This design comes from an exercise in tuning for small area and few clock cycles per item on the open sky130 flow, not from production work. Where RTL was checked, it was by simulation tests only, not by an equivalence proof against the original. For runs 4 to 6, only the layout was checked, not whether the RTL still works. No activity file was given, so power comes from the tool's default toggle rates.

File: flow/run.sh
#!/bin/bash
# The standard ORFS layout (standard.sh), with two changes to how it is built: the port
# buffers use the smallest buffer cell, and the clock tree is built from clkbuf_4 cells in
# sink clusters of up to 10 flip-flops within 40 um, without dummy loads.
# All of make's output goes to layout.log in the work folder; ORFS's own per-step logs stay
# under orfs/logs.
set -euo pipefail
bash standard.sh \
  "BUFFER_PORTS_ARGS=-buffer_cell sky130_fd_sc_hd__buf_1" \
  "CTS_ARGS=-sink_clustering_enable -repair_clock_nets -dont_use_dummy_load -buf_list sky130_fd_sc_hd__clkbuf_4 -sink_clustering_size 10 -sink_clustering_max_diameter 40" \
  finish > layout.log 2>&1
File: standard.sh
#!/bin/bash
# synth_recipe.tcl (not shown) runs the flow's synth.tcl, then flattens the netlist and writes it again
# the make line also repeats each setting of config.mk as NAME=value (left out here)
make -C /OpenROAD-flow-scripts/flow DESIGN_CONFIG=/design/flow/config.mk WORK_HOME=/design/flow/orfs CLKGATE_MAP_FILE= SYNTH_SCRIPT=/design/flow/synth_recipe.tcl "${@:-finish}"
File: config.mk
export PLATFORM = sky130hd
export DESIGN_NAME = ref_seq_reader
export DESIGN_NICKNAME = ref_seq_reader
export VERILOG_FILES = /design/flow/design.v
export SDC_FILE = /design/flow/constraint.sdc
export NUM_CORES = 4
export LEC_CHECK = 0
export CAP_MARGIN = 20
export CORE_MARGIN = 2
export CORE_UTILIZATION = 45
export PLACE_DENSITY = 0.6
export SLEW_MARGIN = 20
File: constraint.sdc
create_clock -name core_clock -period 5.0 [get_ports {clk}]
set_input_delay 1.0000 -clock core_clock [delete_from_list [all_inputs] [get_ports {clk}]]
set_output_delay 1.0000 -clock core_clock [all_outputs]
set_load 0.01 [all_outputs]
File: design.v
package ref_seq_reader_pkg;
  localparam int ADDR_W = 25;
  localparam int LEN_W  = 25;
endpackage
module ref_seq_reader #(
  parameter int REF_LENGTH = 128,
  parameter int DRAM_WIDTH = 128,
  parameter int NB         = 3     
) (
  input  logic                  clk,
  input  logic                  rst,
  input  logic [ref_seq_reader_pkg::ADDR_W-1:0] ref_addr_in,
  input  logic [ref_seq_reader_pkg::LEN_W-1:0] ref_length_in,
  input  logic                  ref_info_valid_in,
  output logic [2*REF_LENGTH-1:0] ref_seq_block_out,
  output logic                  ref_seq_block_valid_out,
  input  logic                  ref_seq_block_rdy_in,
  output logic [ref_seq_reader_pkg::ADDR_W-1:0] dram_rd_addr_out,
  output logic                  dram_rd_req_out,
  input  logic                  dram_rd_ack_in,
  input  logic [DRAM_WIDTH-1:0] dram_rd_data_in,
  input  logic                  dram_rd_data_valid_in,
  output logic                  busy_out,
  output logic                  job_overflow_out
);
  localparam int AW = ref_seq_reader_pkg::ADDR_W;
  localparam int LW = ref_seq_reader_pkg::LEN_W;
  localparam int DW = DRAM_WIDTH;
  localparam int RW = $clog2(NB + 1);
  logic          cur_valid;
  logic [AW-1:0] rd_addr;
  logic [LW:0]   rem;           
  logic          pend_valid;
  logic [AW-1:0] pend_addr;
  logic [LW-1:0] pend_len;
  logic          overflow;
  logic [RW-1:0] res;           
  logic [DW-1:0] mem_lo [NB];
  logic [DW-1:0] mem_hi [NB];
  logic [NB-1:0] full;
  logic [NB-1:0] wp, rp;
  logic          wh;            
  logic          desc_ok, credit, req, ack, last, take, pop, push, head_full, byp, valid;
  logic [NB-1:0] sel;
  logic [DW-1:0] out_lo, out_hi;
  always_comb begin
    desc_ok   = ref_info_valid_in & (ref_length_in != '0);
    head_full = |(full & rp);
    byp       = ~head_full & dram_rd_data_valid_in & wh;
    valid     = head_full | byp;
    pop       = valid & ref_seq_block_rdy_in;
    push      = dram_rd_data_valid_in & wh;
    credit    = (res != RW'(NB)) | pop;
    req       = cur_valid & (rem[0] | credit);
    ack       = req & dram_rd_ack_in;
    last      = ack & (rem == (LW+1)'(1));
    take      = ack & ~rem[0];
  end
  always_ff @(posedge clk) begin
    if (rst) begin
      cur_valid  <= 1'b0;
      pend_valid <= 1'b0;
      overflow   <= 1'b0;
      res        <= '0;
      full       <= '0;
      wp         <= NB'(1);
      rp         <= NB'(1);
      wh         <= 1'b0;
    end else begin
      res <= res + RW'(take) - RW'(pop);
      if (ack) begin
        rd_addr <= rd_addr + AW'(1);
        rem     <= rem - (LW+1)'(1);
      end
      if (~cur_valid | last) begin
        cur_valid <= pend_valid;
        if (pend_valid) begin
          rd_addr <= pend_addr;
          rem     <= {pend_len, 1'b0};
        end
        pend_valid <= 1'b0;
      end
      if (desc_ok) begin
        if (pend_valid & cur_valid) begin
          overflow <= 1'b1;
        end else begin
          pend_valid <= 1'b1;
          pend_addr  <= ref_addr_in;
          pend_len   <= ref_length_in;
        end
      end
      if (dram_rd_data_valid_in) wh <= ~wh;
      if (push) wp <= {wp[NB-2:0], wp[NB-1]};
      if (pop) rp <= {rp[NB-2:0], rp[NB-1]};
      full <= (full | (push ? wp : '0)) & ~(pop ? rp : '0);
    end
  end
  always_ff @(posedge clk) begin
    for (int i = 0; i < NB; i++) begin
      if (dram_rd_data_valid_in && !wh && wp[i]) mem_lo[i] <= dram_rd_data_in;
      if (dram_rd_data_valid_in && wh && wp[i]) mem_hi[i] <= dram_rd_data_in;
    end
  end
  always_comb begin
    sel    = rp & full;
    out_lo = '0;
    out_hi = '0;
    for (int i = 0; i < NB; i++) begin
      out_lo = out_lo | ({DW{rp[i]}} & mem_lo[i]);
      out_hi = out_hi | ({DW{sel[i]}} & mem_hi[i]);
    end
    out_hi = out_hi | ({DW{~head_full}} & dram_rd_data_in);
  end
  assign ref_seq_block_out       = {out_hi, out_lo};
  assign ref_seq_block_valid_out = valid;
  assign dram_rd_req_out         = req;
  assign dram_rd_addr_out        = rd_addr;
  assign busy_out                = cur_valid | pend_valid | (res != '0);
  assign job_overflow_out        = overflow;
endmodule
==> results.cfg, run 1 <==
[worst_setup_path]
cp_data_required_time_ps = 4000
rr_worst_depth = 6
crit_fanout = 58
rr_startpoint = rp[1]
timing.rr.end = rem[5]
critPathCaptureType = primary output
arrival_ps = 3720
r2r_slack_ps = 860
cp-start-kind = register
crit_type = register to primary output

[synthesis]
yosysSeqAreaShare_pct = 78.75
avgSynthCellArea_um2 = 18.44
synth_area_leader_cell = edfxtp_1
syn-num-nets = 2008
async_flop_share_pct = 0
synth.area.top_cells = edfxtp_1 (78%), a222oi_1 (3.9%), a221o_1 (3.8%)
ys_types = 45
synth_edf_count = 869
synth_top_area_share_pct = 77.85
ys.flop_type = edfxtp_1
syn_area_mm2 = 0.03352
ys_ff_latch = 884
synthTopCellsByCount = edfxtp_1 (869), inv_1 (145), a222oi_1 (129)
syn_inst = 1818
yosys_warnings = 3
synth.most_common_cell = edfxtp_1

[placed_design]
placed_cell_area_mm2 = 0.03647
gp_congestion = 0.8266
pre_cts_ws_ps = 850.9
port_buffers = 468
hpwlAfterDp_um = 52260

[timing]
period_share_pct = 94.35
hold-worst-slack_ps = 287.0
max_freq_mhz = 212.0
setup-tns-final_ps = 0
rsz0062_at_grt = false
fin_crit_ps = 4717
fin_worst_skew_ps = 145.8
fin_ws_ps = 282.7
finalHoldViolCount = 0
finalSetupViolCount = 0
relSlewSlack_pct = 25.01
maxSlewViolCount = 0
tightest_slew_ps = 1125

[min_path]
holdPathStages = 1
hold_start = ref_addr_in[24]
hp-class = input port to register
min_to = pend_addr[24]

[grt]
track_usage_pct = 22.27
grt_max_degree = 78
grt_overflow = 0
grt_pass1_vias = 20252
grt_antenna_before_repair = 5
grt_pass1_wl_um = 129500

[clock_network]
cts_hold_buf = 0
root_buffer = clkbuf_4
worstSkewPairLatency_ps = 940
cts_resized = 0
numCtsBuffers = 120
cts.clk_slew.worst_paths_ps = 80
cts_tree = done
htree_levels = 3
post_cts_buffers = 0
clock_path_buffers = 3
clkSinkCount = 884

[routing]
vias = 19772
wl_per_cell_um = 26.33
first_pass_iters = 9
drt_iter0_drc = 2389
drc = 0
routed_wl_um = 86930
via_per_inst = 5.990
ant_nets = 0

[layout]
seqCellArea_mm2 = 0.02641
stdcell_area_mm2 = 0.03739
nets = 2518
multiInputGateArea_mm2 = 0.006091
fillCellCount = 6219
area_growth_pct = 11.54
layout-drive-gt1-share_pct = 9.888

[die]
die_area_mm2 = 0.07669
core_area_mm2 = 0.07407
rows = 100
top_level_ports = 469
start_util_pct = 45.25
dieHeight_um = 276.9
die_w_um = 276.9

[power]
power_uw = 13150
ir_drop_mv = 0.2294
leakage_uw = 0.01252
power_density_mw_per_mm2 = 351.7

[outcome]
outcome = no timing/DRC/antenna violations

[run]
maxCapViolations = 0
==> cells by family (layout without fill, tap and decap cells) <==
logic type               Yosys count  in the layout  share of synthesized area [%]
AO/OA/AOI/OAI                    463            463                          12.77
XOR/XNOR                          47             47                          1.228
adder cells (fa/ha/maj)            6              6                         0.2240
buffers and inverters            268            776                          3.244
flip-flops                       884            884                          78.75
multiplexers                      49             49                          2.143
other                              0              6                              0
AND/OR/NAND/NOR                  101            101                          1.646
==> per-layer routing <==
metal	GRT usage (%)	part of all wire, %
met5	0	0
met3	4.935	8.1
met4	7.581	2.5
met1	30.16	42
met2	35.83	48
==> where the power goes <==
part | switching (µW) | internal (µW)
clock network | 2200 | 1090
logic | 873 | 450
registers | 128 | 8410
total | 3200 | 9950
==> how the worst max path moves through the flow <==
| stage | startpoint | cells past startpoint | slack, ps | end |
|---|---|---|---|---|
| after floorplan | dram_rd_data_valid_in | 2 | 370 | mem_lo[0][0] |
| after global placement | rp[1] | 6 | 940 | rem[25] |
| after detailed placement | rp[1] | 6 | 850 | rem[25] |
| after CTS | rp[1] | 5 | 160 | ref_seq_block_out[224] |
| after global routing | rp[1] | 5 | 30 | ref_seq_block_out[224] |
| final | rp[1] | 5 | 280 | ref_seq_block_out[224] |
==> cell usage in the layout, fill, tap and decap left out, drive strengths merged, types with 8 or more instances in the layout <==
cell	count
buf	511
xnor2	46
o21ai	11
clkbuf	120
a222oi	129
nor3	13
a22o	128
nor4	8
and2	9
edfxtp	869
a21oi	8
nand2	11
o211ai	16
mux2	47
nor2	24
inv	145
a221o	128
o2111ai	25
nand3	8
dfxtp	15
==> critical path, stage by stage (launching register included) <==
cell	delay, ps
dfxtp_4	600
a222oi_1	870
buf_4	510
buf_4	460
a221o_1	240
buf_1	160
==> flip-flops by register name (all words and copies together) (netlist names) <==
| register | cells |
|---|---|
| mem_hi | 384 |
| mem_lo | 384 |
| rem | 26 |
| pend_addr | 25 |
| pend_len | 25 |
| rd_addr | 25 |
| full | 3 |
| rp | 3 |
| wp | 3 |
| res | 2 |
| cur_valid | 1 |
| overflow | 1 |
| pend_valid | 1 |
| wh | 1 |
==> metrics by stage <==
step                      utilization (%)  instances
final                               50.47       3301
after CTS                           50.45       3295
after detailed placement            49.24       3175
after floorplan                         -       1818
after global routing                50.47       3299
after global placement              49.24       3175
==> cell type report <==
class / instances / share of cell area, %
Sequential cell: 884 / 70.63
Multi-Input combinational cell: 666 / 16.29
Timing Repair Buffer: 511 / 5.930
Tap cell: 969 / 3.243
Clock buffer: 120 / 2.410
Inverter: 145 / 1.456
Antenna cell: 6 / 0.04016
Testbench counts, summed over its fixed seeds: cycles 22,109, blocks 5,250.
==> run 2: changes to the inputs <==
==> flow/run.sh (replaced) <==
#!/bin/bash
# The standard ORFS layout (standard.sh), with two changes to how it is built: the port
# buffers use the smallest buffer cell, and the clock tree is built from clkbuf_4 cells in
# sink clusters of up to 8 flip-flops within 30 um, without dummy loads.
# All of make's output goes to layout.log in the work folder; ORFS's own per-step logs stay
# under orfs/logs.
set -euo pipefail
bash standard.sh \
  "BUFFER_PORTS_ARGS=-buffer_cell sky130_fd_sc_hd__buf_1" \
  "CTS_ARGS=-sink_clustering_enable -repair_clock_nets -dont_use_dummy_load -buf_list sky130_fd_sc_hd__clkbuf_4 -sink_clustering_size 8 -sink_clustering_max_diameter 30" \
  finish > layout.log 2>&1
--- a/config.mk
+++ b/config.mk
@@ -9,4 +9,4 @@
 export CORE_MARGIN = 2
-export CORE_UTILIZATION = 45
-export PLACE_DENSITY = 0.6
+export CORE_UTILIZATION = 65
+export PLACE_DENSITY = 0.75
 export SLEW_MARGIN = 20
==> results.cfg, run 2 <==
[clock_network]
root_buffer = clkbuf_4
numCtsBuffers = 155
worstSkewPairLatency_ps = 960
cts_resized = 0
clkSinkCount = 884
post_cts_buffers = 0
cts_hold_buf = 0
clock_path_buffers = 3
cts.clk_slew.worst_paths_ps = 90
cts_tree = done
htree_levels = 4

[routing]
drt_iter0_drc = 2419
vias = 20057
drc = 0
routed_wl_um = 80260
via_per_inst = 6.583
ant_nets = 0
wl_per_cell_um = 26.34
first_pass_iters = 9

[grt]
track_usage_pct = 29.94
grt_max_degree = 85
grt_pass1_wl_um = 118300
grt_antenna_before_repair = 13
grt_overflow = 0
grt_pass1_vias = 19547

[layout]
final_core_util_pct = 72.76
layout_common_cells = edfxtp_1 (869), buf_1 (468), clkbuf_4 (155)
area_growth_pct = 11.13
layout-drive-gt1-share_pct = 10.85
nets = 2543
reg_top3 = mem_hi (384), mem_lo (384), rem (26)
mostFrequentLayoutCell = edfxtp_1
stdcell_count = 3047

[worst_setup_path]
path_delay_family = compound AO/OA/AOI/OAI gates
cp_data_required_time_ps = 4000
crit_slowest_cell = a222oi_1
arrival_ps = 3660
cp-start-kind = register
crit_fanout = 67
critPathCaptureType = primary output
crit_type = register to primary output
crit_buf_inv = 2
path_cells = a222oi_1 > buf_4 > a221o_1 > buf_1
cpPeakStageDelay_ps = 960

[placed_design]
hpwlAfterDp_um = 47970
gp_congestion = 0.8653
port_buffers = 468
dp_cells = 2876

[die]
dieHeight_um = 231.1
top_level_ports = 469
die_area_mm2 = 0.05340
core_area_mm2 = 0.05120
start_util_pct = 65.47
rows = 83
die_w_um = 231.1

[timing]
finalHoldViolCount = 0
maxSlewViolCount = 0
fin_crit_ps = 4659
period_share_pct = 93.19
rsz0062_at_grt = false
finalSetupViolCount = 0
fin_worst_skew_ps = 80.40
tightest_slew_ps = 1170
max_freq_mhz = 214.6
setup-tns-final_ps = 0
relSlewSlack_pct = 22.03

[synthesis]
syn_area_mm2 = 0.03352
synth.most_common_cell = edfxtp_1
async_flop_share_pct = 0
synth_top_area_share_pct = 77.85
synth_edf_count = 869
ys_types = 45
synthTopCellsByCount = edfxtp_1 (869), inv_1 (145), a222oi_1 (129)
synth_area_leader_cell = edfxtp_1
yosys_warnings = 3
synth.area.top_cells = edfxtp_1 (78%), a222oi_1 (3.9%), a221o_1 (3.8%)
avgSynthCellArea_um2 = 18.44
yosysSeqAreaShare_pct = 78.75
ys.flop_type = edfxtp_1
syn-num-nets = 2008
syn_inst = 1818
ys_ff_latch = 884

[min_path]
hp-class = input port to register

[outcome]
outcome = no timing/DRC/antenna violations

[power]
power_density_mw_per_mm2 = 362.1
ir_drop_mv = 0.2638
leakage_uw = 0.01263

[run]
maxCapViolations = 0
==> run 2: routing by layer <==
layer  part of all wire [%]  vias up  wire length (µm)  global-route usage [%]
met5                  0.071        -                57                       0
met4                    3.5       10              2832                   12.60
met1                     37    10030             30060                   40.65
met2                     48     1154             38210                   45.29
li1                       -     8684                 -                       -
met3                     11      179              9095                   9.707
==> run 2: per-stage QoR <==
| stage | area, µm² | setup WS (ps) | hold WS, ps | total power (µW) |
|---|---|---|---|---|
| after floorplan | 33520 | 372.0 | 445.3 | 9415 |
| after global placement | 36050 | 942.8 | 461.7 | 9953 |
| after detailed placement | 36050 | 851.0 | 480.6 | 9995 |
| after CTS | 37210 | 228.9 | 92.52 | 13580 |
| after global routing | 37240 | 94.55 | 114.3 | 13980 |
| final | 37250 | 340.6 | 198.1 | 13490 |
==> run 2: area by class of cell <==
cell class,count,area [µm²]
multi-input combinational,666,6091
inverter,145,544.3
antenna,16,40.04
sequential,884,26410
fill,3248,13950
timing repair buffer,501,2155
tap,680,850.8
clock buffer,155,1164
==> run 2: report_power, final <==
group | internal [µW] | switching (µW)
combinational | 449 | 856
sequential | 8410 | 119
clock | 1420 | 2240
==> run 2: worst reg2reg max path: cells and delay by family (launching register included) <==
| family | cells | cell delay [ps] |
|---|---|---|
| compound gates | 4 | 2080 |
| buf+inv | 2 | 840 |
| flops | 1 | 600 |
| mux | 1 | 400 |
==> run 2: kinds of logic after synthesis <==
| family | count (synthesis) | synth area share (%) |
|---|---|---|
| AND/OR/NAND/NOR | 101 | 1.646 |
| XOR/XNOR | 47 | 1.228 |
| adder cells (fa/ha/maj) | 6 | 0.2240 |
| AO/OA/AOI/OAI | 463 | 12.77 |
| flip-flops | 884 | 78.75 |
| buffers and inverters | 268 | 3.244 |
| multiplexers | 49 | 2.143 |
==> run 2: worst paths after layout <==
| path | slack [ps] | start | depth (start not counted) | to |
|---|---|---|---|---|
| worst min-delay path | 200 | ref_addr_in[8] | 1 | pend_addr[8] |
| worst min register to register | 490 | overflow | 1 | overflow |
| worst max-delay path | 340 | rp[2] | 4 | ref_seq_block_out[136] |
| worst max register to register | 830 | rp[2] | 7 | rem[25] |
==> run 3: changes to the inputs <==
--- a/design.v
+++ b/design.v
@@ -97,6 +97,12 @@
   end
+  logic [NB-1:0] clr, set_lo, set_hi;
+  always_comb begin
+    clr    = (pop ? rp : '0) | {NB{rst}};
+    set_lo = (dram_rd_data_valid_in & ~wh & ~rst) ? wp : '0;
+    set_hi = (dram_rd_data_valid_in &  wh & ~rst) ? (wp & ~clr) : '0;
+  end
   always_ff @(posedge clk) begin
     for (int i = 0; i < NB; i++) begin
-      if (dram_rd_data_valid_in && !wh && wp[i]) mem_lo[i] <= dram_rd_data_in;
-      if (dram_rd_data_valid_in && wh && wp[i]) mem_hi[i] <= dram_rd_data_in;
+      mem_lo[i] <= (mem_lo[i] & {DW{~clr[i]}}) | (dram_rd_data_in & {DW{set_lo[i]}});
+      mem_hi[i] <= (mem_hi[i] & {DW{~clr[i]}}) | (dram_rd_data_in & {DW{set_hi[i]}});
     end
==> flow/run.sh (replaced) <==
#!/bin/bash
# The standard ORFS layout (standard.sh), with two changes to how it is built: the port
# buffers use the smallest buffer cell, and the clock tree is built from clkbuf_8 cells in
# sink clusters of up to 15 flip-flops within 50 um, without dummy loads.
# All of make's output goes to layout.log in the work folder; ORFS's own per-step logs stay
# under orfs/logs.
set -euo pipefail
bash standard.sh \
  "BUFFER_PORTS_ARGS=-buffer_cell sky130_fd_sc_hd__buf_1" \
  "CTS_ARGS=-sink_clustering_enable -repair_clock_nets -dont_use_dummy_load -buf_list sky130_fd_sc_hd__clkbuf_8 -sink_clustering_size 15 -sink_clustering_max_diameter 50" \
  finish > layout.log 2>&1
--- a/config.mk
+++ b/config.mk
@@ -9,4 +9,4 @@
 export CORE_MARGIN = 2
-export CORE_UTILIZATION = 65
-export PLACE_DENSITY = 0.75
+export CORE_UTILIZATION = 75
+export PLACE_DENSITY = 0.85
 export SLEW_MARGIN = 20
==> results.cfg, run 3 <==
[worst_setup_path]
rr_worst_depth = 6
rr_startpoint = rp[0]
crit_type = register to primary output
critPathCaptureType = primary output
arrival_ps = 3630
crit_fanout = 131
cp_data_required_time_ps = 4000
cp-start-kind = register
startpoint = rp[0]

[clock_network]
htree_levels = 3
cts.clk_slew.worst_paths_ps = 90
post_cts_buffers = 0
root_buffer = clkbuf_8
numCtsBuffers = 71
worstSkewPairLatency_ps = 690
cts_resized = 0
clock_path_buffers = 3
clkSinkCount = 884
cts_tree = done
cts_hold_buf = 0

[power]
leakage_uw = 0.01378
p_int_uw = 9206
power.switching_uw = 3346
power_uw = 12550
power_density_mw_per_mm2 = 349.8
swShare_pct = 26.66
power_frac_seq_pct = 60.7
combPwrFrac_pct = 11.8
p_clk_share_pct = 27.5
ir_drop_mv = 0.3083

[routing]
drt_iter0_drc = 4461
ant_nets = 0
routed_wl_um = 98890
drc = 0
first_pass_iters = 9
via_per_inst = 7.152
vias = 28781
wl_per_cell_um = 24.58

[layout]
layout_common_cells = dfxtp_1 (780), a22o_1 (512), buf_1 (468)
reg_top3 = mem_hi (384), mem_lo (384), rem (26)
area_growth_pct = 8.777
layout-drive-gt1-share_pct = 3.994
stdcell_count = 4024
mostFrequentLayoutCell = dfxtp_1
nets = 3622

[placed_design]
dp_cells = 3944
gp_congestion = 0.9055
hpwlAfterDp_um = 58930
port_buffers = 468

[run]
maxCapViolations = 0

[min_path]
hp-class = register to register
holdPathStages = 1
hold_start = overflow

[grt]
grt_pass1_wl_um = 149500
track_usage_pct = 41.48
grt_pass1_vias = 27267
grt_antenna_before_repair = 10
grt_overflow = 0
grt_max_degree = 132

[timing]
relSlewSlack_pct = 27.45
rsz0062_at_grt = false
fin_crit_ps = 4635
fin_worst_skew_ps = 43.14
finalSetupViolCount = 0
period_share_pct = 92.69
tightest_slew_ps = 1088
finalHoldViolCount = 0
maxSlewViolCount = 0
setup-tns-final_ps = 0
max_freq_mhz = 215.8

[synthesis]
ys_ff_latch = 884
synth.area.top_cells = dfxtp_1 (48%), a22o_1 (14%), edfxtp_1 (9.2%)
yosys_warnings = 3
syn_inst = 3146
syn_area_mm2 = 0.03299
synth_edf_count = 101
synth_area_leader_cell = dfxtp_1
syn-num-nets = 3336
ys_types = 52
async_flop_share_pct = 0
ys.flop_type = dfxtp_1
avgSynthCellArea_um2 = 10.49
synthTopCellsByCount = dfxtp_1 (783), a22o_1 (512), nor2_1 (405)
yosysSeqAreaShare_pct = 56.71
synth.most_common_cell = dfxtp_1
synth_top_area_share_pct = 47.52

[die]
core_area_mm2 = 0.04327
top_level_ports = 469
start_util_pct = 76.24
rows = 76
die_area_mm2 = 0.04568
die_w_um = 213.7
dieHeight_um = 213.7

[outcome]
outcome = no timing/DRC/antenna violations
-- run 3: changes by cell type in the layout (fill, tap and decap cells not counted), sizes merged, moves of 14 or more --
cell	delta
xor2	+21
a22o	+384
a21oi	+389
xnor2	-24
nand2	+14
a211oi	+16
dfxtp	+768
nor2	+381
o2111ai	-23
clkbuf	-84
edfxtp	-768
a2111oi	+16
-- run 3: critical path, cell delays in order, from the launching register on --
cell and delay [ps]:
dfxtp_4 610, a222oi_1 810, buf_12 630, nand2_1 180
nand2_1 200, inv_2 150, o21a_1 240, buf_1 140
-- run 3: through the flow --
| step | util [%] | worst slack [ps] | hold slack, ps | instance area (µm²) |
|---|---|---|---|---|
| 6_report | 82.94 | 365.5 | 472.0 | 35880 |
| 5_1_grt | 82.92 | 243.3 | 478.7 | 35880 |
| 4_1_cts | 82.87 | 376.2 | 469.1 | 35850 |
| 3_5_place_dp | 80.61 | 704.9 | 449.3 | 34880 |
| 3_3_place_gp | 80.58 | 872.5 | 446.0 | 34870 |
| 2_1_floorplan | - | 8.632 | 437.1 | 32990 |
-- run 3: layout make-up --
| cell class | instances | area [µm²] |
|---|---|---|
| sequential | 884 | 18720 |
| multi-input combinational | 1835 | 12710 |
| fill | 2639 | 7383 |
| timing repair buffer | 501 | 2196 |
| clock buffer | 71 | 977.2 |
| tap | 585 | 732.0 |
| inverter | 139 | 521.8 |
| antenna | 9 | 22.52 |
-- run 3: final timing paths --
path | end | slack (ps)
max | dram_rd_req_out | 370
min | overflow | 470
max reg2reg | rd_addr[15] | 820
min reg2reg | overflow | 470
-- run 3: metal layers --
layer  up-vias  routed length [µm]  part of all wire (%)  GRT usage (%)
met3       313               12090                    12          10.18
met4        10                4922                   5.0          21.65
li1      12391                   -                     -              -
met5         -                  64                 0.065              0
met2      2066               44860                    45          63.78
met1     14001               36960                    37          54.70
-- run 3: power groups by stage --
| stage | Combinational (µW) | Clock [µW] | Sequential (µW) |
|---|---|---|---|
| after floorplan | 869 | 0 | 7700 |
| after global placement | 1390 | 0 | 7750 |
| after detailed placement | 1430 | 0 | 7770 |
| after CTS | 1440 | 3440 | 7610 |
| after global routing | 1570 | 3690 | 7640 |
| final | 1480 | 3450 | 7620 |
-- run 3: cell families after synthesis --
family	Yosys count	share of synthesized area, %
compound gates	1238	29.06
xor+xnor	44	1.168
fa+ha+maj	6	0.2276
buf+inv	427	5.064
flops	884	56.71
mux	42	1.434
simple gates	505	6.338
Testbench counts of run 3, summed over its fixed seeds: cycles 22,109, blocks 5,250.
==> run 4: changes to the inputs <==
--- a/design.v
+++ b/design.v
@@ -7,3 +7,3 @@
   parameter int DRAM_WIDTH = 128,
-  parameter int NB         = 3     
+  parameter int NB         = 4     
 ) (
==> results.cfg, run 4 <==
[synthesis]
yosysSeqAreaShare_pct = 55.98
avgSynthCellArea_um2 = 9.665
ys_types = 50
synth_area_leader_cell = dfxtp_1
synth_top_area_share_pct = 48.88
synth.area.top_cells = dfxtp_1 (49%), a22o_1 (11%), a22oi_1 (9.0%)
yosys_warnings = 3
syn_area_mm2 = 0.04272
synth_edf_count = 101
syn-num-nets = 4611
async_flop_share_pct = 0
synthTopCellsByCount = dfxtp_1 (1043), nor2_1 (537), a21oi_1 (528)
synth.most_common_cell = dfxtp_1
syn_inst = 4420
ys.flop_type = dfxtp_1
ys_ff_latch = 1144

[worst_setup_path]
cp-start-kind = register
r2r_slack_ps = 1280
rr_startpoint = rem[0]
cpPeakStageDelay_ps = 780
cp_common_cell = buf_4
arrival_ps = 3480
cp_data_required_time_ps = 4000
crit_fanout = 58
critPathCaptureType = primary output
crit_type = register to primary output
timing.rr.end = res[1]
path_cells = buf_4 > buf_4 > a22oi_1 > nand2_1 > buf_1
startpoint = rp[3]
crit_slowest_cell = buf_4
rr_worst_depth = 11

[min_path]
holdPathStages = 1
hold_start = ref_addr_in[16]
min_to = pend_addr[16]
hp-class = input port to register

[timing]
rsz0062_at_grt = false
relSlewSlack_pct = 24.55
finalSetupViolCount = 0
maxSlewViolCount = 0
fin_crit_ps = 4481
setup-tns-final_ps = 0
tightest_slew_ps = 1132
fin_worst_skew_ps = 64.02
finalHoldViolCount = 0
max_freq_mhz = 223.2
period_share_pct = 89.61

[power]
p_clk_share_pct = 28.3
power_frac_seq_pct = 61.2
leakage_uw = 0.01698
swShare_pct = 26.32
p_int_uw = 11630
power_uw = 15790
power.switching_uw = 4157
ir_drop_mv = 0.2623
power_density_mw_per_mm2 = 346.6
combPwrFrac_pct = 10.5

[layout]
reg_top3 = mem_hi (512), mem_lo (512), rem (26)
nets = 4725
area_growth_pct = 6.646
layout_common_cells = dfxtp_1 (1039), nor2_1 (536), a21oi_1 (524)
layout-drive-gt1-share_pct = 5.053
mostFrequentLayoutCell = dfxtp_1

[routing]
drt_iter0_drc = 4336
ant_nets = 0
wl_per_cell_um = 24.25
drc = 0
first_pass_iters = 8
vias = 36691
routed_wl_um = 128700
via_per_inst = 6.916

[die]
core_area_mm2 = 0.05639
start_util_pct = 75.76
rows = 87
die_area_mm2 = 0.05888
top_level_ports = 469
dieHeight_um = 242.7
die_w_um = 242.7

[clock_network]
clock_path_buffers = 3
cts_tree = done
cts.clk_slew.worst_paths_ps = 90
htree_levels = 3
post_cts_buffers = 0
cts_hold_buf = 0
root_buffer = clkbuf_8
clkSinkCount = 1144
worstSkewPairLatency_ps = 740
cts_resized = 0
numCtsBuffers = 92

[grt]
grt_pass1_wl_um = 198500
grt_max_degree = 78
track_usage_pct = 42.12
grt_pass1_vias = 35225
grt_overflow = 0
grt_antenna_before_repair = 22

[placed_design]
port_buffers = 468
hpwlAfterDp_um = 73130
gp_congestion = 0.8486

[run]
maxCapViolations = 0

[outcome]
outcome = no timing/DRC/antenna violations
-- run 4: kinds of logic after synthesis --
kind of cell,count (synthesis),synth area share [%]
AO/OA/AOI/OAI,1583,26.26
flip-flops,1144,55.98
AND/OR/NAND/NOR,1067,10.47
buffers and inverters,521,4.780
XOR/XNOR,50,1.025
multiplexers,48,1.262
adder cells (fa/ha/maj),7,0.2226
-- run 4: how the worst max path moves through the flow --
stage	cells after the start	slack [ps]	endpoint
2_1_floorplan	4	1230	pend_addr[0]
3_3_place_gp	9	1290	mem_hi[3][127]
5_1_grt	5	450	ref_seq_block_out[91]
6_report	5	520	ref_seq_block_out[90]
3_5_place_dp	9	1160	mem_hi[1][17]
4_1_cts	5	640	ref_seq_block_out[63]
-- run 4: final cells by class --
cell class              instances  area (µm²)
diodes                         17       42.54
repair buffers                530        2435
clock buffers                  92        1266
flip-flops and latches       1144       23930
well taps                     756       945.9
multi-input cells            2755       16900
fillers                      3752       10830
inverters                      11       41.29
-- run 4: critical path: cells and delay by family (launching register included) --
family          cells  cell delay [ps]
buf+inv             3             1810
flops               1              650
compound gates      1              170
simple gates        1              130
-- run 4: power by group through the flow --
stage | combinational [µW] | sequential [µW] | clock [µW]
floorplan | 1030 | 9820 | 0
global placement | 1580 | 9860 | 0
detailed placement | 1610 | 9860 | 0
CTS | 1620 | 9660 | 4460
global route | 1750 | 9690 | 4780
finish | 1660 | 9660 | 4470
-- run 4: routing by layer --
metal  global-route usage, %  part of all wire (%)  vias up
li1                        -                     -    16196
met1                   54.71                    38    17718
met2                   66.20                    45     2348
met3                   10.38                    12      417
met4                   20.73                   4.6       12
met5                       0                 0.066        -
-- run 4: per-stage QoR --
step | worst slack, ps | util, % | area (µm²) | hold slack [ps] | cells
2_1_floorplan | 1233 | - | 42720 | 437.2 | 4420
3_3_place_gp | 1287 | 78.47 | 44250 | 444.4 | 5196
3_5_place_dp | 1164 | 78.47 | 44250 | 453.7 | 5196
4_1_cts | 643.7 | 80.72 | 45510 | 417.0 | 5288
5_1_grt | 446.8 | 80.77 | 45540 | 431.0 | 5299
6_report | 519.5 | 80.79 | 45560 | 449.2 | 5305
==> run 5: changes to the inputs <==
--- a/design.v
+++ b/design.v
@@ -7,3 +7,3 @@
   parameter int DRAM_WIDTH = 128,
-  parameter int NB         = 4     
+  parameter int NB         = 2     
 ) (
==> results.cfg, run 5 <==
[grt]
grt_max_degree = 129
grt_pass1_wl_um = 110200
grt_antenna_before_repair = 11
grt_pass1_vias = 20302
track_usage_pct = 41.11
grt_overflow = 0

[timing]
finalSetupViolCount = 0
period_share_pct = 89.39
fin_crit_ps = 4469
tightest_slew_ps = 1066
relSlewSlack_pct = 28.93
setup-tns-final_ps = 0
finalHoldViolCount = 0
fin_worst_skew_ps = 42.03
maxSlewViolCount = 0
rsz0062_at_grt = false
max_freq_mhz = 223.8

[clock_network]
clkSinkCount = 625
cts.clk_slew.worst_paths_ps = 100
root_buffer = clkbuf_8
htree_levels = 2
cts_hold_buf = 0
cts_tree = done
post_cts_buffers = 0
cts_resized = 0
clock_path_buffers = 3
numCtsBuffers = 51
worstSkewPairLatency_ps = 630

[synthesis]
synth.area.mux_share_pct = 1.369
synth_simple_gate_area_share_pct = 11.64
synth_top_area_share_pct = 43.64
synthTopCellsByCount = dfxtp_1 (524), a22o_1 (384), a21oi_1 (316)
synth_edf_count = 101
synth_compound_area_share_pct = 24.95
yosys_warnings = 3
async_flop_share_pct = 0
ys.flop_type = dfxtp_1
synth_area_leader_cell = dfxtp_1
syn_inst = 2428
syn_area_mm2 = 0.02404
avgSynthCellArea_um2 = 9.901
yosysSeqAreaShare_pct = 56.25
synth_top_family_by_area = compound AO/OA/AOI/OAI gates
synth.area.top_cells = dfxtp_1 (44%), a22o_1 (14%), edfxtp_1 (13%)
syn-num-nets = 2618
synth-adder-area-share_pct = 0.3123
synthXorXnorAreaFrac_pct = 1.822
synth.most_common_cell = dfxtp_1
ys_types = 44
ys_ff_latch = 625

[routing]
drt_iter0_drc = 2364
routed_wl_um = 71080
ant_nets = 0
drc = 0
via_per_inst = 6.713
wl_per_cell_um = 22.28
vias = 21413
first_pass_iters = 6

[worst_setup_path]
rr_startpoint = rp[0]
arrival_ps = 3470
startpoint = rp[0]
cp-start-kind = register
critPathCaptureType = primary output
r2r_slack_ps = 1390
crit_fanout = 70
crit_type = register to primary output
cp_data_required_time_ps = 4000

[layout]
fillCellCount = 1862
layout_common_cells = dfxtp_1 (522), buf_1 (468), a22o_1 (384)
reg_top3 = mem_hi (256), mem_lo (256), rem (26)
layout-drive-gt1-share_pct = 4.856
area_growth_pct = 11.07
nets = 2972
mostFrequentLayoutCell = dfxtp_1
final_core_util_pct = 84.61

[min_path]
hold_start = mem_hi[0][13]
hp-class = register to register

[die]
start_util_pct = 76.18
core_area_mm2 = 0.03156
die_w_um = 183.0
die_area_mm2 = 0.03350
dieHeight_um = 183.0
top_level_ports = 469
rows = 65

[outcome]
outcome = no timing/DRC/antenna violations

[power]
leakage_uw = 0.01015
power_density_mw_per_mm2 = 348.5
power_uw = 9305
ir_drop_mv = 0.2666

[placed_design]
port_buffers = 468
hpwlAfterDp_um = 45560
gp_congestion = 0.9009

[run]
maxCapViolations = 0
[run 5: changes by cell type in the layout (fill, tap and decap cells not counted), sizes merged, moves of 22 or more]
cell / before / now
mux2: 47 / 22
clkbuf: 92 / 51
a21oi: 528 / 316
dfxtp: 1043 / 524
a22oi: 512 / 129
xor2: 42 / 5
nor2: 537 / 273
nand3: 142 / 11
xnor2: 8 / 45
buf: 530 / 508
a22o: 514 / 384
[run 5: power by group]
group	switching (µW)	internal (µW)	total, µW
clock	1550	911	2460
combinational	838	469	1310
sequential	183	5360	5540
[run 5: cells by family after synthesis]
logic type / Yosys count
compound gates: 841
simple gates: 662
flops: 625
buf+inv: 221
xor+xnor: 50
mux: 23
fa+ha+maj: 6
[run 5: critical path, cell delays in order, from the launching register on]
cell and delay, ps:
dfxtp_4 570, a22oi_2 430, buf_4 610, buf_4 680, nand2_1 110, nand2_1 100
buf_1 190
[run 5: stage by stage]
step	hold slack (ps)	cell area [µm²]	instances	worst slack, ps
finish	474.1	26700	3190	530.7
global placement	447.1	25950	3129	1373
global route	491.3	26690	3188	397.0
CTS	475.0	26650	3180	584.5
floorplan	437.2	24040	2428	1292
detailed placement	454.1	25950	3129	1277
[run 5: path summary, 6_finish.rpt]
check,cells past startpoint,end
setup / recovery,6,ref_seq_block_out[136]
hold / removal,2,mem_hi[0][13]
setup reg to reg,7,rd_addr[7]
hold reg to reg,2,mem_hi[0][13]
[run 5: layer usage]
metal	up-vias	part of all wire, %	global-route usage, %
met5	-	0.058	0
met4	6	6.2	24.19
met3	266	11	10.74
met2	1450	46	63.85
met1	10208	37	52.16
li1	9483	-	-
[run 5: area by class of cell]
type,instances,area (µm²),share of cell area (%)
Sequential cell,625,13530,50.68
Multi-Input combinational cell,1582,9739,36.48
Timing Repair Buffer,508,2152,8.060
Clock buffer,51,701.9,2.629
Tap cell,402,503.0,1.884
Inverter,14,52.55,0.1968
Antenna cell,8,20.02,0.07498
==> run 6: changes to the inputs <==
--- a/design.v
+++ b/design.v
@@ -7,3 +7,3 @@
   parameter int DRAM_WIDTH = 128,
-  parameter int NB         = 2     
+  parameter int NB         = 3     
 ) (
@@ -43,3 +43,2 @@
   logic          desc_ok, credit, req, ack, last, take, pop, push, head_full, byp, valid;
-  logic [NB-1:0] sel;
   logic [DW-1:0] out_lo, out_hi;
@@ -110,3 +109,2 @@
   always_comb begin
-    sel    = rp & full;
     out_lo = '0;
@@ -115,3 +113,3 @@
       out_lo = out_lo | ({DW{rp[i]}} & mem_lo[i]);
-      out_hi = out_hi | ({DW{sel[i]}} & mem_hi[i]);
+      out_hi = out_hi | ({DW{rp[i]}} & mem_hi[i]);
     end
==> results.cfg, run 6 <==
[clock_network]
post_cts_buffers = 0
cts_hold_buf = 0
numCtsBuffers = 70
clkSinkCount = 884
clock_path_buffers = 3
cts_tree = done
worstSkewPairLatency_ps = 680
cts_resized = 0
root_buffer = clkbuf_8
cts.clk_slew.worst_paths_ps = 100
htree_levels = 3

[synthesis]
ys_types = 61
yosys_warnings = 3
synth_top_area_share_pct = 47.25
synth_area_leader_cell = dfxtp_1
yosysSeqAreaShare_pct = 56.39
ys.flop_type = dfxtp_1
syn_inst = 3271
synth.most_common_cell = dfxtp_1
synth.area.top_cells = dfxtp_1 (47%), a22o_1 (10%), edfxtp_1 (9.1%)
synthTopCellsByCount = dfxtp_1 (783), nor2_1 (403), a21oi_1 (398)
ys_ff_latch = 884
syn_area_mm2 = 0.03318
syn-num-nets = 3461
synth_edf_count = 101
async_flop_share_pct = 0
avgSynthCellArea_um2 = 10.14

[routing]
drt_iter0_drc = 4762
drc = 0
ant_nets = 0
vias = 29201
routed_wl_um = 100400
first_pass_iters = 11
via_per_inst = 7.033
wl_per_cell_um = 24.19

[grt]
grt_max_degree = 217
grt_pass1_vias = 28360
track_usage_pct = 41.90
grt_pass1_wl_um = 155000
grt_overflow = 0
grt_antenna_before_repair = 13

[outcome]
outcome = no timing/DRC/antenna violations

[worst_setup_path]
crit_fanout = 205
cp_data_required_time_ps = 4000
timing.rr.end = rd_addr[12]
arrival_ps = 3440
cpPeakStageDelay_ps = 790
rr_worst_depth = 8
crit_type = register to primary output
path_delay_family = buffers and inverters
cp-start-kind = register
r2r_slack_ps = 810
crit_slowest_cell = buf_12
rr_startpoint = rp[0]
path_cells = buf_4 > buf_12 > a222oi_1 > nand2_1 > buf_1
crit_buf_inv = 3
critPathCaptureType = primary output

[placed_design]
hpwlAfterDp_um = 59450
gp_congestion = 0.8892
port_buffers = 468

[power]
leakage_uw = 0.01439
ir_drop_mv = 0.2870
power_density_mw_per_mm2 = 352.7

[min_path]
hp-class = register to register
hold_start = mem_hi[1][65]
min_to = mem_hi[1][65]
holdPathStages = 2

[die]
core_area_mm2 = 0.04393
rows = 77
top_level_ports = 469
die_w_um = 214.3
dieHeight_um = 214.3
die_area_mm2 = 0.04594
start_util_pct = 75.52

[timing]
relSlewSlack_pct = 19.24
fin_crit_ps = 4443
maxSlewViolCount = 0
setup-tns-final_ps = 0
finalSetupViolCount = 0
rsz0062_at_grt = false
fin_worst_skew_ps = 39.06
finalHoldViolCount = 0
max_freq_mhz = 225.1
period_share_pct = 88.85
hold-worst-slack_ps = 472.4
tightest_slew_ps = 1211

[layout]
area_growth_pct = 8.413
layout-drive-gt1-share_pct = 5.094
final_core_util_pct = 81.88
layout_common_cells = dfxtp_1 (780), buf_1 (468), nor2_1 (403)
mostFrequentLayoutCell = dfxtp_1
fillCellCount = 2744
reg_top3 = mem_hi (384), mem_lo (384), rem (26)
nets = 3745

[run]
maxCapViolations = 0
run 6: changes by cell type in the layout (fill, tap and decap cells not counted), sizes merged, moves of 19 or more:
| cell | previous run | this run |
|---|---|---|
| a21oi | 316 | 399 |
| mux2 | 22 | 49 |
| clkbuf | 51 | 70 |
| inv | 14 | 145 |
| a222oi | 0 | 257 |
| a22oi | 129 | 0 |
| dfxtp | 524 | 783 |
| nor2 | 273 | 403 |
run 6: final cells by class:
cell class              instances  area, µm²  share of cell area [%]
diodes                          7      17.52                 0.04870
flip-flops and latches        884      18720                   52.04
clock buffers                  70      963.4                   2.678
well taps                     592      740.7                   2.059
inverters                     145      544.3                   1.513
repair buffers                504       2240                   6.227
multi-input cells            1950      12740                   35.43
run 6: logic make-up (layout without fill, tap and decap cells):
family | count (synthesis) | after routing | share of synthesized area (%)
AOI/OAI and AO/OA | 1097 | 1097 | 25.38
and+or+nand+nor | 748 | 748 | 9.021
DFF | 884 | 884 | 56.39
adders and majority gates | 6 | 6 | 0.2263
buffers and inverters | 437 | 719 | 5.464
xor gates and xnor gates | 49 | 49 | 1.294
muxes | 50 | 50 | 2.225
other | 0 | 7 | 0
run 6: tightest hold or removal path, delay by kind of cell, from the launching register on:
family / cells / cell delay, ps
flops: 1 / 340
simple gates: 1 / 60
compound gates: 1 / 40
run 6: layer usage:
| metal | global-route usage [%] | part of all wire, % |
|---|---|---|
| met1 | 54.02 | 37 |
| met4 | 23.56 | 5.6 |
| met3 | 10.43 | 13 |
| met2 | 64.99 | 45 |
| met5 | 0 | 0.072 |
run 6: metrics by stage:
step           worst slack [ps]  instance area [µm²]  std cells  total power (µW)
2_1_floorplan             8.619                33180       3271              8681
3_3_place_gp               1030                34990       4075              9280
3_5_place_dp              920.0                34990       4075              9338
4_1_cts                   628.9                35950       4145             12610
5_1_grt                   407.7                35970       4151             13030
6_report                  557.4                35970       4152             12690
run 6: where the power goes:
part,internal [µW],switching (µW),total (µW)
logic,559,1080,1640
registers,7420,174,7600
clock network,1260,2190,3450
total,9240,3450,12700
run 6: how the worst max path moves through the flow:
stage	cells after the start	slack (ps)	endpoint	startpoint
after floorplan	3	9	pend_addr[0]	rst
after global placement	8	1030	rd_addr[13]	rp[0]
after detailed placement	8	920	rd_addr[23]	rp[0]
after CTS	6	630	ref_seq_block_out[171]	rp[0]
after global routing	6	410	ref_seq_block_out[171]	rp[0]
final	5	560	ref_seq_block_out[230]	rp[1]

afterwards: timing with drivers on the ports:
The results above use ideal ports. As a check the final layouts listed here were re-extracted and re-timed, cells and wires unchanged. Step 1 (the two cells are an assumption about what drives the block):
set clk [get_ports {clk}]
set_driving_cell -lib_cell sky130_fd_sc_hd__clkbuf_16 $clk
set_driving_cell -lib_cell sky130_fd_sc_hd__buf_2 [delete_from_list [all_inputs] $clk]
Step 2 moves the port delays by t, midway between the first and last clock arrival at a register: inputs arrive t later, outputs are due t later. That takes back most of the time a late clock gives input paths. a / b / c = ideal / step 1 / step 2; a / b = the first two.
| run | shift t [ns] | slack for setup (ns) | pins driven straight from the clock port |
|---|---|---|---|
| run 1 | 0.922 | 0.283 / 0.217 / 0.863 | 1 |
| run 2 | 1.007 | 0.341 / 0.283 / 0.835 | 1 |
| run 3 | 0.726 | 0.365 / 0.305 / 0.819 | 1 |
| run 4 | 0.770 | 0.519 / 0.460 / 1.077 | 1 |
| run 5 | 0.665 | 0.531 / 0.476 / 1.140 | 1 |
| run 6 | 0.722 | 0.557 / 0.499 / 0.813 | 1 |
After both steps setup and hold are still met in every run listed.
